This is an optimization exercise on Yosys and OpenROAD, whose aim is small area, not a production implementation.
Function was checked by simulation only, so behaviour that the tests miss may differ from the original.
Power is estimated from default activity; no workload was simulated.

==> module axi4_lite_regfile_slave, before the edit <==
module axi4_lite_regfile_slave #(
  parameter int ADDRESS    = 32,
  parameter int DATA_WIDTH = 32,
  parameter int NUM_REGS   = 32
) (
  input  logic                    ACLK,
  input  logic                    ARESETN,
  input  logic [ADDRESS-1:0]      S_AWADDR,
  input  logic                    S_AWVALID,
  output logic                    S_AWREADY,
  input  logic [DATA_WIDTH-1:0]   S_WDATA,
  input  logic [DATA_WIDTH/8-1:0] S_WSTRB,
  input  logic                    S_WVALID,
  output logic                    S_WREADY,
  output logic [1:0]              S_BRESP,
  output logic                    S_BVALID,
  input  logic                    S_BREADY,
  input  logic [ADDRESS-1:0]      S_ARADDR,
  input  logic                    S_ARVALID,
  output logic                    S_ARREADY,
  output logic [DATA_WIDTH-1:0]   S_RDATA,
  output logic [1:0]              S_RRESP,
  output logic                    S_RVALID,
  input  logic                    S_RREADY
);
  localparam int SW    = DATA_WIDTH / 8;
  localparam int OFS   = $clog2(SW);
  localparam int IDX_W = (NUM_REGS > 1) ? $clog2(NUM_REGS) : 1;
  localparam logic [ADDRESS-1:0] NREGS_A = ADDRESS'(NUM_REGS);
  logic st_wa, st_wr, st_rr;           
  logic aw_held, w_held, last_wr;
  logic idle;
  logic [IDX_W-1:0]      idx_q;        
  logic                  ok_q;         
  logic [DATA_WIDTH-1:0] wd_q;
  logic [SW-1:0]         ws_q;
  logic [NUM_REGS-1:0]                 valid;
  logic [SW-1:0][NUM_REGS-1:0][7:0]   mem;    
  logic wr_req, grant_wr, grant_rd, aw_hs, w_hs, do_wr;
  logic [ADDRESS-1:0] aw_word, ar_word;
  logic aw_ok, ar_ok;
  assign idle     = ~st_wa & ~st_wr & ~st_rr;
  assign wr_req   = S_AWVALID | S_WVALID;
  assign grant_wr = wr_req & (~S_ARVALID | ~last_wr);
  assign grant_rd = S_ARVALID & ~grant_wr;
  assign aw_hs    = st_wa & ~aw_held & S_AWVALID;
  assign w_hs     = st_wa & ~w_held & S_WVALID;
  assign do_wr    = st_wa & (aw_held | S_AWVALID) & (w_held | S_WVALID);
  assign aw_word = S_AWADDR >> OFS;
  assign ar_word = S_ARADDR >> OFS;
  assign aw_ok   = aw_word < NREGS_A;
  assign ar_ok   = ar_word < NREGS_A;
  always_ff @(posedge ACLK or negedge ARESETN) begin
    if (!ARESETN) begin
      st_wa   <= 1'b0;
      st_wr   <= 1'b0;
      st_rr   <= 1'b0;
      aw_held <= 1'b0;
      w_held  <= 1'b0;
      last_wr <= 1'b0;
    end else begin
      if (idle) begin
        if (grant_wr) begin
          st_wa   <= 1'b1;
          last_wr <= 1'b1;
        end else if (grant_rd) begin
          st_rr   <= 1'b1;
          last_wr <= 1'b0;
        end
      end
      if (st_wa) begin
        if (do_wr) begin
          st_wa   <= 1'b0;
          st_wr   <= 1'b1;
          aw_held <= 1'b0;
          w_held  <= 1'b0;
        end else begin
          if (aw_hs) aw_held <= 1'b1;
          if (w_hs)  w_held  <= 1'b1;
        end
      end
      if (st_wr && S_BREADY) st_wr <= 1'b0;
      if (st_rr && S_RREADY) st_rr <= 1'b0;
    end
  end
  always_ff @(posedge ACLK) begin
    if (idle) begin
      idx_q <= ar_word[IDX_W-1:0];
      ok_q  <= ar_ok;
    end else if (st_wa && !aw_held) begin
      idx_q <= aw_word[IDX_W-1:0];
      ok_q  <= aw_ok;
    end
    if (st_wa && !w_held) begin
      wd_q <= S_WDATA;
      ws_q <= S_WSTRB;
    end
  end
  logic [IDX_W-1:0]    rot, pos;
  logic [NUM_REGS-1:0] dec;
  logic                prev_wr, window;
  always_ff @(posedge ACLK) rot <= rot + 1'b1;
  assign pos = idx_q + rot;
  always_comb for (int p = 0; p < NUM_REGS; p++) dec[p] = (pos == IDX_W'(p));
  always_ff @(posedge ACLK or negedge ARESETN)
    if (!ARESETN) prev_wr <= 1'b0;
    else          prev_wr <= st_wr;
  assign window = (st_wr | prev_wr) & ok_q;
  function automatic logic pol_of(input int p);
    pol_of = (((p + 1) / 2) % 2) == 1;
  endfunction
  logic [NUM_REGS-1:0][DATA_WIDTH-1:0] ring;
  logic [NUM_REGS-1:0]                 vring;
  logic [SW-1:0][7:0]                  wd_m;
  genvar b, p;
  generate
    for (b = 0; b < SW; b++) begin : g_wd
      assign wd_m[b] = ws_q[b] ? wd_q[8*b +: 8] : 8'h00;
    end
    for (p = 0; p < NUM_REGS; p++) begin : g_pos
      localparam int PP = (p + NUM_REGS - 1) % NUM_REGS;
      localparam logic POL = pol_of(p);
      if (p % 2 == 1) begin : g_ins
        logic ins;
        logic [SW-1:0] lane;
        assign ins = window & dec[PP];
        for (b = 0; b < SW; b++) begin : g_lane
          assign lane[b] = ins & (ws_q[b] | ~vring[PP]);
        end
        always_ff @(posedge ACLK)
          for (int j = 0; j < SW; j++)
            ring[p][8*j +: 8] <= lane[j] ? (wd_m[j] ^ {8{POL}}) : ~ring[PP][8*j +: 8];
        always_ff @(posedge ACLK or negedge ARESETN)
          if (!ARESETN) vring[p] <= 1'b0;
          else          vring[p] <= vring[PP] | ins;
      end else begin : g_pass
        always_ff @(posedge ACLK) ring[p] <= ring[PP];
        always_ff @(posedge ACLK or negedge ARESETN)
          if (!ARESETN) vring[p] <= 1'b0;
          else          vring[p] <= vring[PP];
      end
    end
  endgenerate
  always_comb begin
    S_RDATA = '0;
    for (int i = 0; i < NUM_REGS; i++)
      S_RDATA = S_RDATA | ((ring[i] ^ {DATA_WIDTH{pol_of(i)}}) & {DATA_WIDTH{dec[i] & vring[i] & ok_q}});
  end
  assign S_AWREADY = st_wa & ~aw_held;
  assign S_WREADY  = st_wa & ~w_held;
  assign S_ARREADY = idle & grant_rd;
  assign S_BVALID  = st_wr;
  assign S_BRESP   = {~ok_q, 1'b0};
  assign S_RVALID  = st_rr;
  assign S_RRESP   = {~ok_q, 1'b0};
endmodule
make LEC_CHECK=0 CAP_MARGIN=20 CORE_MARGIN=2 CORE_UTILIZATION=40 SLEW_MARGIN=20 finish   # period 5.0 ns
run.sh (not shown) runs the stock make flow with config.mk's settings and CLKGATE_MAP_FILE= SYNTH_SCRIPT=/design/flow/synth_recipe.tcl, a recipe that flattens the netlist after the stock synthesis.
The starting point reached the layout checks and failed them: setup timing.
Then changed:
--- a/flow/design.v
+++ b/flow/design.v
@@ -29,9 +29,8 @@
   localparam logic [ADDRESS-1:0] NREGS_A = ADDRESS'(NUM_REGS);
   logic st_wa, st_wr, st_rr;           
   logic aw_held, w_held, last_wr;
   logic idle;
-  logic [IDX_W-1:0]      idx_q;        
   logic                  ok_q;         
   logic [DATA_WIDTH-1:0] wd_q;
   logic [SW-1:0]         ws_q;
   logic [NUM_REGS-1:0]                 valid;
@@ -84,25 +83,39 @@
     end
   end
   always_ff @(posedge ACLK) begin
     if (idle) begin
-      idx_q <= ar_word[IDX_W-1:0];
       ok_q  <= ar_ok;
     end else if (st_wa && !aw_held) begin
-      idx_q <= aw_word[IDX_W-1:0];
       ok_q  <= aw_ok;
     end
     if (st_wa && !w_held) begin
       wd_q <= S_WDATA;
       ws_q <= S_WSTRB;
     end
   end
-  logic [IDX_W-1:0]    rot, pos;
-  logic [NUM_REGS-1:0] dec;
-  logic                prev_wr, window;
+  localparam int LO_W = 2;
+  localparam int HI_W = IDX_W - LO_W;
+  logic [IDX_W-1:0]      rot, ld_idx, ld_pos;
+  logic [2**LO_W-1:0]    pa_q;
+  logic [2**HI_W-1:0]    pb_q;
+  logic [NUM_REGS-1:0]   dec;
+  logic                  ld, prev_wr, window;
   always_ff @(posedge ACLK) rot <= rot + 1'b1;
-  assign pos = idx_q + rot;
-  always_comb for (int p = 0; p < NUM_REGS; p++) dec[p] = (pos == IDX_W'(p));
+  assign ld     = idle | (st_wa & ~aw_held);
+  assign ld_idx = idle ? ar_word[IDX_W-1:0] : aw_word[IDX_W-1:0];
+  assign ld_pos = ld_idx + rot + 1'b1;
+  always_ff @(posedge ACLK) begin
+    if (ld) begin
+      for (int i = 0; i < 2**LO_W; i++) pa_q[i] <= (ld_pos[LO_W-1:0] == LO_W'(i));
+      for (int i = 0; i < 2**HI_W; i++) pb_q[i] <= (ld_pos[IDX_W-1:LO_W] == HI_W'(i));
+    end else begin
+      pa_q <= {pa_q[2**LO_W-2:0], pa_q[2**LO_W-1]};
+      if (pa_q[2**LO_W-1]) pb_q <= {pb_q[2**HI_W-2:0], pb_q[2**HI_W-1]};
+    end
+  end
+  always_comb
+    for (int p = 0; p < NUM_REGS; p++) dec[p] = pa_q[p % 2**LO_W] & pb_q[p / 2**LO_W];
   always_ff @(posedge ACLK or negedge ARESETN)
     if (!ARESETN) prev_wr <= 1'b0;
     else          prev_wr <= st_wr;
   assign window = (st_wr | prev_wr) & ok_q;
=> This time the run produced a clean layout; synthesized area goes down by about 5.5%; worst hold slack loses 0.13 ns; core utilization goes down by 5.1 points; design area goes down by about 15%; final cell count goes down by 14%; global-route usage goes down by 8.8 points; wire length goes down by 26%; worst setup slack gains 0.16 ns; via count goes down by 17%; synthesized cell count goes down by about 10%; die area goes down by 5.4%; power goes down by about 4%.

afterwards: timing with drivers on the ports:
Ports are ideal in the flow. The routed layouts listed here were re-timed in OpenROAD. Step 1 sets driving cells, clkbuf_16 on the clock port and buf_2 on the other inputs (assumed; they add their load-dependent delay and slew). Step 2, shift: input delay + t, output delay - t, t = (earliest + latest rising clock arrival at the registers) / 2. This alone moves slack from input paths to output paths. a / b / c = ideal / step 1 / step 2; a / b = the first two.
| run | t (ns) | setup slack, ns | worst hold slack (ns) |
|---|---|---|---|
| the first run | 0.768 | -0.121 / -0.196 / 0.571 | 0.339 / 0.339 / 0.339 |
| the second run | 0.736 | 0.037 / -0.033 / 0.703 | 0.205 / 0.161 / 0.332 |
